Background: an optimization exercise with open tools, aiming at small area, a short achievable clock period and few clock cycles. Do not read the settings as production practice.
Function was checked by simulation only, so behaviour that the tests miss may differ from the original.
No activity file was given, so power comes from the tool's default toggle rates.

Design qsim_top, start of the top module:
module qsim_top #(
  parameter int MAX_QUBITS = 3,
  parameter int MAX_GATES  = 4
) (
  input  logic              clk,
  input  logic              reset_n,
  input  logic              dut_valid,
  output logic              dut_ready,
  output logic [7:0]        state_in_addr,
  input  logic [31:0]       state_in_data,    
  output logic [7:0]        gate_addr,
  input  logic [31:0]       gate_data,        
  output logic              state_out_en,
  output logic [7:0]        state_out_addr,
  output logic [31:0]       state_out_data    
);
  logic       hdr;           
  logic       act;           
  logic       dum;           
  logic [1:0] dcnt;          
  logic       copy;          
  logic [1:0] q_r;
  logic [2:0] m_r;
  logic [2:0] i, j;
  logic [1:0] g;
  logic [1:0] h_q;           
  logic [2:0] h_m;
  logic       h_copy;
  logic [2:0] mask;
  logic       last_i, last_j, last_g;
  logic [1:0] dgap;          
  assign h_q    = state_in_data[17:16];
  assign h_m    = state_in_data[2:0];
  assign h_copy = (h_m == 3'd0);
  assign mask   = 3'((4'd1 << q_r) - 4'd1);
  assign last_i = (i == mask);
  assign last_j = (j == mask);
  assign last_g = ({1'b0, g} == m_r - 3'd1);
  assign dgap   = (q_r == 2'd0) ? 2'd2 : (q_r == 2'd1) ? 2'd1 : 2'd0;
  logic       n_act, n_dum;
  logic [1:0] n_dcnt, n_g;
  logic [2:0] n_i, n_j;
  always_comb begin
    n_act  = act;
    n_dum  = dum;
    n_dcnt = dcnt;
    n_i    = i;
    n_j    = j;
    n_g    = g;
    if (act) begin
      if (copy) begin
        if (last_i) n_act = 1'b0;
        else        n_i   = i + 3'd1;
      end else if (dum) begin
        if (last_i) begin
          n_i    = '0;
          n_dcnt = dcnt - 2'd1;
          if (dcnt == 2'd1) n_dum = 1'b0;
        end else begin
          n_i = i + 3'd1;
        end
      end else if (!last_i) begin
        n_i = i + 3'd1;
      end else begin
        n_i = '0;
        if (!last_j) begin
  ...
clock: 11.0 ns
lec_check: 0
abc_area: 1
cap_margin: 20
core_margin: 2
core_utilization: 40
cts_buf_list: sky130_fd_sc_hd__clkbuf_16
cts_cluster_diameter: 70
cts_cluster_size: 30
slew_margin: 20
standard.sh (not shown) runs the stock make flow with config.mk's settings and CLKGATE_MAP_FILE= SYNTH_SCRIPT=/design/flow/synth_recipe.tcl, a recipe that flattens the netlist after the stock synthesis.
==> flow/flow/run.sh <==
#!/bin/bash
# The standard layout with three changes to how it is made (the SDC, the
# standard synthesis and its registers are unchanged):
#  - after synthesis, fapol.py removes inverters between full adders by
#    flipping adders (a full adder is self-dual) and swapping xor/xnor,
#    chosen by a greedy pass and then simulated annealing;
#  - repair_timing aims at a setup margin below the design's period;
#  - every port still gets its buffer, but a plain buf_4 instead of the
#    delay cell buffer_ports picks by default.
set -euo pipefail
R=orfs/results/sky130hd/qsim_top/base
bash standard.sh synth > flow_synth.log 2>&1
python3 flow/fapol.py $R/1_2_yosys.v $R/1_2_yosys.fapol.v > flow_fapol.log 2>&1
cp $R/1_2_yosys.v $R/1_2_yosys.orig.v
cp $R/1_2_yosys.fapol.v $R/1_2_yosys.v
rm -f $R/1_synth.odb $R/1_synth.sdc
bash standard.sh SETUP_SLACK_MARGIN=7.15 "BUFFER_PORTS_ARGS=-buffer_cell sky130_fd_sc_hd__buf_4" finish > flow_make.log 2>&1
Other scripts of this flow, unchanged in this note and not shown: flow/flow/fapol.py
The first run completed without violations.
Testbench counts at the start, summed over its fixed seeds: cycles 46,660.
Edit:
--- a/flow/flow/run.sh
+++ b/flow/flow/run.sh
@@ -6,5 +6,5 @@
 #    chosen by a greedy pass and then simulated annealing;
 #  - repair_timing aims at a setup margin below the design's period;
-#  - every port still gets its buffer, but a plain buf_4 instead of the
+#  - every port still gets its buffer, but a plain buf_2 instead of the
 #    delay cell buffer_ports picks by default.
 set -euo pipefail
@@ -15,3 +15,3 @@
 cp $R/1_2_yosys.fapol.v $R/1_2_yosys.v
 rm -f $R/1_synth.odb $R/1_synth.sdc
-bash standard.sh SETUP_SLACK_MARGIN=7.15 "BUFFER_PORTS_ARGS=-buffer_cell sky130_fd_sc_hd__buf_4" finish > flow_make.log 2>&1
+bash standard.sh SETUP_SLACK_MARGIN=7.15 "BUFFER_PORTS_ARGS=-buffer_cell sky130_fd_sc_hd__buf_2" finish > flow_make.log 2>&1
Effect: The new run ran to the end with no violations; clock skew came out higher by 0.0086 ns; routed wire length came out lower by 1.2%; synthesized cell count does not change; total power came out lower by about 0.36%; synthesized area stays the same; clock power stays flat; final area came out lower by 0.47%; setup slack is worse by 0.030 ns.
Edit:
--- a/flow/flow/run.sh
+++ b/flow/flow/run.sh
@@ -6,5 +6,5 @@
 #    chosen by a greedy pass and then simulated annealing;
 #  - repair_timing aims at a setup margin below the design's period;
-#  - every port still gets its buffer, but a plain buf_2 instead of the
+#  - every port still gets its buffer, but a plain buf_4 instead of the
 #    delay cell buffer_ports picks by default.
 set -euo pipefail
@@ -15,3 +15,3 @@
 cp $R/1_2_yosys.fapol.v $R/1_2_yosys.v
 rm -f $R/1_synth.odb $R/1_synth.sdc
-bash standard.sh SETUP_SLACK_MARGIN=7.15 "BUFFER_PORTS_ARGS=-buffer_cell sky130_fd_sc_hd__buf_2" finish > flow_make.log 2>&1
+bash standard.sh SETUP_SLACK_MARGIN=7.15 "BUFFER_PORTS_ARGS=-buffer_cell sky130_fd_sc_hd__buf_4" finish > flow_make.log 2>&1
CORE_UTILIZATION = 45   (was 40)
The new run finished with timing, DRC and antenna clean.
Global-route usage climbs by 3.1 points.
Clock skew drops by 0.039 ns.
Non-clock buffer count is higher by 14.
Setup slack gains 0.017 ns.
Cell area hardly moves.
Wire length went up slightly.
Area after synthesis stays the same.
Utilization came out higher by 5.5 points.
Edit:
--- a/flow/flow/run.sh
+++ b/flow/flow/run.sh
@@ -15,3 +15,3 @@
 cp $R/1_2_yosys.fapol.v $R/1_2_yosys.v
 rm -f $R/1_synth.odb $R/1_synth.sdc
-bash standard.sh SETUP_SLACK_MARGIN=7.15 "BUFFER_PORTS_ARGS=-buffer_cell sky130_fd_sc_hd__buf_4" finish > flow_make.log 2>&1
+bash standard.sh SETUP_SLACK_MARGIN=7.35 "BUFFER_PORTS_ARGS=-buffer_cell sky130_fd_sc_hd__buf_4" finish > flow_make.log 2>&1
CORE_UTILIZATION = 40   (was 45)
=> Worst setup slack improved by 0.070 ns. Cell area is higher by about 4.7%. Non-clock buffer count is higher by 64. Maximum frequency is higher by 1.9%. Global-route usage is lower by 2.7 points. Wire length is higher by 2.2%. Sequential power barely changes. First-iteration DRC count is higher by about 10%. Combinational power is higher by about 3.5%. Utilization is lower by 3.4 points.

## port drivers added, routing unchanged
In the flow no input, the clock included, has a driving cell. The finished layouts below were timed again as built, in two steps. Step 1 (the two cells are an assumption about what drives the block):
set clk [get_ports {clk}]
set_driving_cell -lib_cell sky130_fd_sc_hd__clkbuf_16 $clk
set_driving_cell -lib_cell sky130_fd_sc_hd__buf_2 [delete_from_list [all_inputs] $clk]
Step 2 times the ports against the registers' clock, not the clock port: input delays grow and output delays shrink by t, the midpoint of the rising clock arrivals with the driver on. a / b / c = no drivers / after step 1 / after step 2; a / b = the first two.
run	t, ns	slack for setup (ns)	worst hold slack (ns)	latest minus earliest clock arrival (ns)
the first run	0.764	7.210 / 7.210 / 6.920	0.318 / 0.318 / 0.318	0.070 / 0.070
the second run	0.778	7.180 / 7.180 / 6.973	0.311 / 0.311 / 0.311	0.084 / 0.084
the third run	0.754	7.197 / 7.197 / 6.914	0.318 / 0.318 / 0.318	0.046 / 0.045
the fourth run	0.775	7.267 / 7.267 / 6.872	0.309 / 0.309 / 0.309	0.077 / 0.077
After both steps every run listed still meets setup and hold. The setup slack of the fourth run, which loses most, moves by 0.000 ns with the drivers and by -0.395 ns with both steps.
